Source: an optimization exercise on an open RTL-to-GDS flow (aim: small area). Production flows keep margins and buffers that such runs may drop.
The RTL was checked by simulation tests, not by an equivalence proof against the original design.

==> flow/design.v, too long to show whole: its modules and the start of the top module <==
// module io_memory_bridge: 1563 lines
// module iomem_fa: 10 lines
// module iomem_ha: 9 lines
// module iomem_aoi21: 8 lines
// module iomem_oai21: 8 lines
// module iomem_nand2: 7 lines
// module iomem_mux2i: 8 lines
// module iomem_nand2b: 7 lines
// module iomem_nor2: 7 lines
// module iomem_c0: 3 lines
// module iomem_c1: 3 lines
// module iomem_c2: 3 lines
// module iomem_c3: 3 lines
// module iomem_c4: 3 lines
// module iomem_c5: 3 lines
// module iomem_c6: 3 lines
// module iomem_c7: 3 lines
// module iomem_c8: 3 lines
// module iomem_c9: 3 lines
// module iomem_c10: 3 lines
// module iomem_c11: 3 lines
// module iomem_c12: 3 lines
// module iomem_c13: 3 lines
// module iomem_c14: 3 lines
// module iomem_c15: 3 lines
// module iomem_c16: 3 lines
// module iomem_c17: 3 lines
// module iomem_c18: 3 lines
// module iomem_c19: 3 lines
// module iomem_c20: 3 lines
// module iomem_c21: 3 lines
// module iomem_c22: 3 lines
// module iomem_c23: 3 lines
module io_memory_bridge (
    input  logic                             clock,
    input  logic                             reset,
    input  logic [iomem_pkg::ADDR_W-1:0]     wb_adr_i,
    input  logic [3:0]                       wb_sel_i,
    input  logic                             wb_we_i,
    input  logic                             wb_cyc_i,
    input  logic                             wb_stb_i,
    input  logic [iomem_pkg::DATA_W-1:0]     wb_dat_i,
    output logic                             wb_ack_o,
    output logic [iomem_pkg::DATA_W-1:0]     wb_dat_o,
    output logic [iomem_pkg::ADDR_W-1:0]     mem_addr_o,
    output logic [iomem_pkg::DATA_W-1:0]     mem_data_o,
    output logic [iomem_pkg::NUM_BANKS-1:0]  mem_we_o,
    output logic                             mem_gl_en_o,
    input  logic [iomem_pkg::DATA_W-1:0]     mem_rdata_i,
    input  logic [iomem_pkg::HALF_W-1:0]     arq_n_i,
    output logic [iomem_pkg::HALF_W-1:0]     tx_len_o,
    output logic [iomem_pkg::HALF_W-1:0]     total_packets_o
);
  // ...
==> flow/flow/run.sh <==
#!/bin/bash
# The standard layout, with the port buffers made from the smallest buffer
# cell and a clock tree without dummy loads. ORFS writes each step's log
# under orfs/logs; make's own output goes to make.log.
set -euo pipefail
bash standard.sh "BUFFER_PORTS_ARGS=-buffer_cell sky130_fd_sc_hd__buf_1" \
    "CTS_ARGS=-sink_clustering_enable -repair_clock_nets -dont_use_dummy_load -root_buf sky130_fd_sc_hd__clkbuf_8 -buf_list sky130_fd_sc_hd__clkbuf_4" \
    finish > make.log 2>&1
==> flow/standard.sh <==
#!/bin/bash
# synth_recipe.tcl (not shown) runs the flow's synth.tcl, then flattens the netlist and writes it again
# the make line also repeats each setting of config.mk as NAME=value (left out here)
make -C /OpenROAD-flow-scripts/flow DESIGN_CONFIG=/design/flow/config.mk WORK_HOME=/design/flow/orfs CLKGATE_MAP_FILE= SYNTH_SCRIPT=/design/flow/synth_recipe.tcl "${@:-finish}"
==> flow/config.mk <==
export PLATFORM = sky130hd
export DESIGN_NAME = io_memory_bridge
export DESIGN_NICKNAME = io_memory_bridge
export VERILOG_FILES = /design/flow/design.v
export SDC_FILE = /design/flow/constraint.sdc
export NUM_CORES = 4
export LEC_CHECK = 0
export CAP_MARGIN = 20
export CORE_MARGIN = 2
export CORE_UTILIZATION = 40
export GPL_TIMING_DRIVEN = 0
export PLACE_DENSITY = 0.9
export SLEW_MARGIN = 20
export SYNTH_HIERARCHICAL = 1
==> flow/constraint.sdc <==
create_clock -name core_clock -period 7.5 [get_ports {clock}]
set_input_delay 1.5000 -clock core_clock [delete_from_list [all_inputs] [get_ports {clock}]]
set_output_delay 1.5000 -clock core_clock [all_outputs]
set_load 0.01 [all_outputs]
==> flow_summary.toml, run 1 <==
[timing]
max_freq_ghz = 0.137
setup_violations = 0
tns_ps = 0
slew-limit-headroom_pct = 26.5
worstMarginPinSlew_ps = 1100
clock_skew_ps = 24.1

[placement]
post_dp_cell_area_um2 = 12500

[floorplanning]
fp.dieH_um = 170
die_x_um = 170

[yosys]
synth_fp_nets = 1452
synthSimpleGateAreaFrac_pct = 23.0
yosysWarnings = 7
ys_seq_area_share_pct = 24.6
synth_top_area_cell = "dfxtp_1"
synthCells = 1240
synth_most_common_cell = "nand2_1"
synthArstFlopShare_pct = 0

[cells_and_area]
area_delta_synth_final_pct = 16.0
seq_area_um2 = 2710
final_cells = 1861
final_nets = 1734
inv_count = 31
nonClkBufAreaFrac_pct = 10.2
seq_area_share_pct = 21.2
multiInputGateArea_um2 = 8080
multi_input_gates = 1046

[run_status]
outcome = "finished clean"

[clock_network]
cts_tree = "yes"
cts_inserted_buffers = 17
htree_levels = 4

[routing]
drt_iter0_markers = 763
vias = 10100
wl_per_cell_um = 18.5
met3WireLength_mm = 2.54

[grt]
antenna_found_initial = 0
overflow = 0

[setup_path]
rr_worst_depth = 24
cp_common_cell = "o21ai_1"
critPathCapture = "mem_addr_o[17]"
cp-start-kind = "primary input"
crit_required_ps = 6000

[min_path]
hp-class = "reg -> reg"

[power]
p_per_area_nw_per_um2 = 95.0
p_int_uw = 851
seq_power_share_pct = 54.6
==> run 2: changes to the inputs <==
--- a/flow/config.mk
+++ b/flow/config.mk
@@ -10,5 +10,5 @@
 export CORE_UTILIZATION = 40
 export GPL_TIMING_DRIVEN = 0
-export PLACE_DENSITY = 0.9
+export PLACE_DENSITY = 0.8
 export SLEW_MARGIN = 20
 export SYNTH_HIERARCHICAL = 1
==> flow_summary.toml, run 2 <==
[setup_path]
reg2reg_slack_ps = 970
cp_common_cell = "a21oi_2"
critPathArrivalTime_ps = 7480
max_stage_delay_ps = 600
rr_worst_depth = 26
critPathKind = "in -> reg"
slowest_stage = "fa_1"
crit_path_end_kind = "flip-flop"
crit_chain = "clkbuf_2 > and2_1 > mux2_2 > buf_2 > nand2_1 > fa_1 > fa_1 > fa_1 > fa_1 > xor2_1 > a21oi_2 > o21ai_2 > a21oi_2 > o21ai_1 > a21oi_2 > o21ai_1 > a21oi_2 > o21ai_4 > buf_4 > a21oi_2 > xor2_1 > mux2_2 > mux2i_1 > nor2_1"
r2r_start = "off_hi$_DFF_P_"
r2r_end = "offset[29]$_DFF_P_"
critPathLaunch = "wb_sel_i[3]"
critPathCapture = "offset[29]$_DFF_P_"
cp-start-kind = "primary input"
cp_max_fo = 10
crit_required_ps = 7810

[timing]
hold_viol = 0
final.min_clock_period_ps = 7170
slew-limit-headroom_pct = 28.6
finalMaxSlewViolations = 0
max_freq_ghz = 0.139
finalCritPeriodShare_pct = 95.6
clock_skew_ps = 38.5
worstMarginPinSlew_ps = 1070
setup_violations = 0
rsz0062_at_grt = "no"

[yosys]
synth_seq_cells = 119
ys_seq_area_share_pct = 24.6
yosys-top-cells-area = "dfxtp_1 16%, fa_1 15%, edfxtp_1 8.7%"
synth_most_common_cell = "nand2_1"
yosysWarnings = 7
synth.distinct_cells = 56
synthArstFlopShare_pct = 0
synthCells = 1240
postSynthAreaPerCell_um2 = 8.87
synth_fp_nets = 1452
ys.flop_type = "dfxtp_1"
synth.top_cell.area_share_pct = 15.8
synth_top_area_cell = "dfxtp_1"
yosys-top-cells-count = "213 x nand2_1, 134 x nor2_1, 87 x dfxtp_1"
synth_edf_count = 32
netlist_area_um2 = 11000

[placement]
place.gp.congestion = 0.919
dpl.hpwl_mm = 27.3
post_dp_cell_area_um2 = 12500
portBuffers = 255

[cells_and_area]
drive_gt1_share_pct = 11.6
largest_register_ffs = 32
final_nets = 1738
layout_commonest_cell = "buf_1"
final_cell_mix = "269 x buf_1, 213 x nand2_1, 130 x nor2_1"
final_util_pct = 47.3
regMostFlops = "tx_ptr"
insertedDiodeCount = 0
area_delta_synth_final_pct = 16.1
finish.instance_area_um2 = 12800
reg.largest.list = "tx_ptr (32), offset (30)"

[clock_network]
clock-sinks = 119
cts_tree = "yes"
htree_levels = 4
clockRootBuffer = "clkbuf_8"
cts_inserted_buffers = 17
clockBufferDepth = 2
clk_pin_slew_ps = 100
worstSkewPairLatency_ps = 440

[grt]
antenna_found_initial = 0
grt_pass1_wl_mm = 51.7
grt.total_usage_pct = 23.1
overflow = 0
grt_max_degree = 42
grt_pass1_vias = 9833

[power]
p_leak_uw = 0.00375
power_uw = 1210
ir_drop_uv = 83.1
p_per_area_nw_per_um2 = 94.6

[floorplanning]
io_pins = 256
core_um2 = 27000
fp.dieH_um = 170
start_util_pct = 40.8
die_area_um2 = 28800
die_x_um = 170
rows = 60

[routing]
routed_wl_mm = 33.5
drt_iter0_markers = 552
detail_route.vias_per_cell = 5.27
drc_errors = 0
vias = 9823
postRouteAntennaNets = 0
wl_per_cell_um = 18.0
dr.pass1.iters = 5

[run]
drv_cap = 0

[min_path]
hp-class = "reg -> reg"
min_path_cells = 2

[run_status]
outcome = "finished clean"
## run 2: cell counts after synthesis
Identical to the previous run, type by type.
## run 2: per-module statistics from Yosys, one instance, submodules excluded, excerpt
module | flops+latches | cells inside
iomem_fa | 0 | 1
iomem_nor2 | 0 | 1
iomem_c22 | 0 | 1
iomem_c7 | 0 | 1
iomem_c16 | 0 | 1
iomem_c6 | 0 | 1
iomem_c8 | 0 | 1
iomem_c11 | 0 | 1
iomem_c10 | 0 | 1
iomem_c9 | 0 | 1
iomem_c19 | 0 | 1
iomem_oai21 | 0 | 1
iomem_c23 | 0 | 2
iomem_c15 | 0 | 1
iomem_c13 | 0 | 1
## run 2: how the worst min path moves through the flow
stage / from / to
2_1_floorplan: bank[0]$_DFF_P_ / bank[0]$_DFF_P_
3_3_place_gp: bank[0]$_DFF_P_ / bank[0]$_DFF_P_
3_5_place_dp: bank[0]$_DFF_P_ / bank[0]$_DFF_P_
4_1_cts: bank[0]$_DFF_P_ / bank[0]$_DFF_P_
5_1_grt: bank[0]$_DFF_P_ / bank[0]$_DFF_P_
6_report: bank[0]$_DFF_P_ / bank[0]$_DFF_P_
## run 2: worst max-delay path, delay by kind of cell
| kind | cells | cell delay (ps) |
|---|---|---|
| AND/OR/NAND/NOR | 3 | 490 |
| XOR/XNOR | 2 | 430 |
| multiplexers | 3 | 710 |
| buffers and inverters | 3 | 630 |
| adder cells (fa/ha/maj) | 4 | 2190 |
| AO/OA/AOI/OAI | 9 | 1520 |
## run 2: report_power, final
| group | switching, µW | internal, µW |
|---|---|---|
| clock network | 213 | 111 |
| registers | 0.849 | 660 |
| logic | 142 | 80.1 |
## run 2: cell families (layout without fill, tap and decap cells)
group	Yosys count	after routing	share of synthesized area (%)
xor+xnor	144	144	11.6
simple gates	537	537	23.0
buf+inv	75	359	2.75
compound gates	129	129	8.09
fa+ha+maj	107	107	17.7
mux	129	129	12.3
flops	119	119	24.6
## run 2: layout make-up
class / instances / area [µm²]
inverter: 31 / 120
timing repair buffer: 269 / 1120
multi-input combinational: 1046 / 8080
buffer: 42 / 179
tap: 341 / 427
fill: 2501 / 14200
sequential: 119 / 2710
clock buffer: 17 / 134
## run 2: metrics by stage
| step | hold slack [ps] | std cells | worst slack [ps] | setup TNS, ps |
|---|---|---|---|---|
| finish | 488 | 1865 | 327 | 0 |
| global route | 527 | 1865 | 11.8 | 0 |
| CTS | 485 | 1862 | 30.6 | 0 |
| detailed placement | 459 | 1843 | -1020 | -9490 |
| global placement | 450 | 1836 | -997 | -11600 |
| floorplan | 436 | 1240 | 263 | 0 |
## run 2: what timing repair did
action / CTS / global route
pin swaps: 1 / 2
buffers inserted: 2 / 5
gates cloned: 0 / 0
setup endpoints to repair: 12 / 14
endpoints found under the hold margin: 0 / 0
gates resized for setup: 4 / 14
hold buffers: 0 / 0
## run 2: per-layer routing
| layer | vias to the layer above | GRT usage (%) | wire (µm) |
|---|---|---|---|
| li1 | 4634 | - | - |
| met1 | 4719 | 28.4 | 13600 |
| met2 | 394 | 40.1 | 16700 |
| met3 | 76 | 4.27 | 2100 |
| met4 | 0 | 9.25 | 1060 |
| met5 | - | 0 | 0 |

port drivers added, routing unchanged:
How much do the figures lean on ideal ports? The routed layouts below were timed once more, with nothing changed but the port constraints.
Step 1: set_driving_cell puts a clkbuf_16 on clock and a buf_2 on each other input, an assumption about the parent block.
Step 2 also shifts input and output timing later by t, the mid clock arrival at the registers, as if the neighbouring blocks saw the same clock.
a / b / c = ideal ports / drivers / drivers and shift; a / b = the first two.
| run | t, ns | slack for setup (ns) | cell pins on the clock port's net |
|---|---|---|---|
| run 1 | 0.454 | 0.209 / 0.157 / -0.199 | 1 |
| run 2 | 0.466 | 0.327 / 0.350 / -0.115 | 1 |
With both steps, setup timing fails in run 1 and run 2, where it was met with ideal ports. For run 2, which loses most, drivers alone change the setup slack by +0.023 ns; drivers and shift together by -0.442 ns.
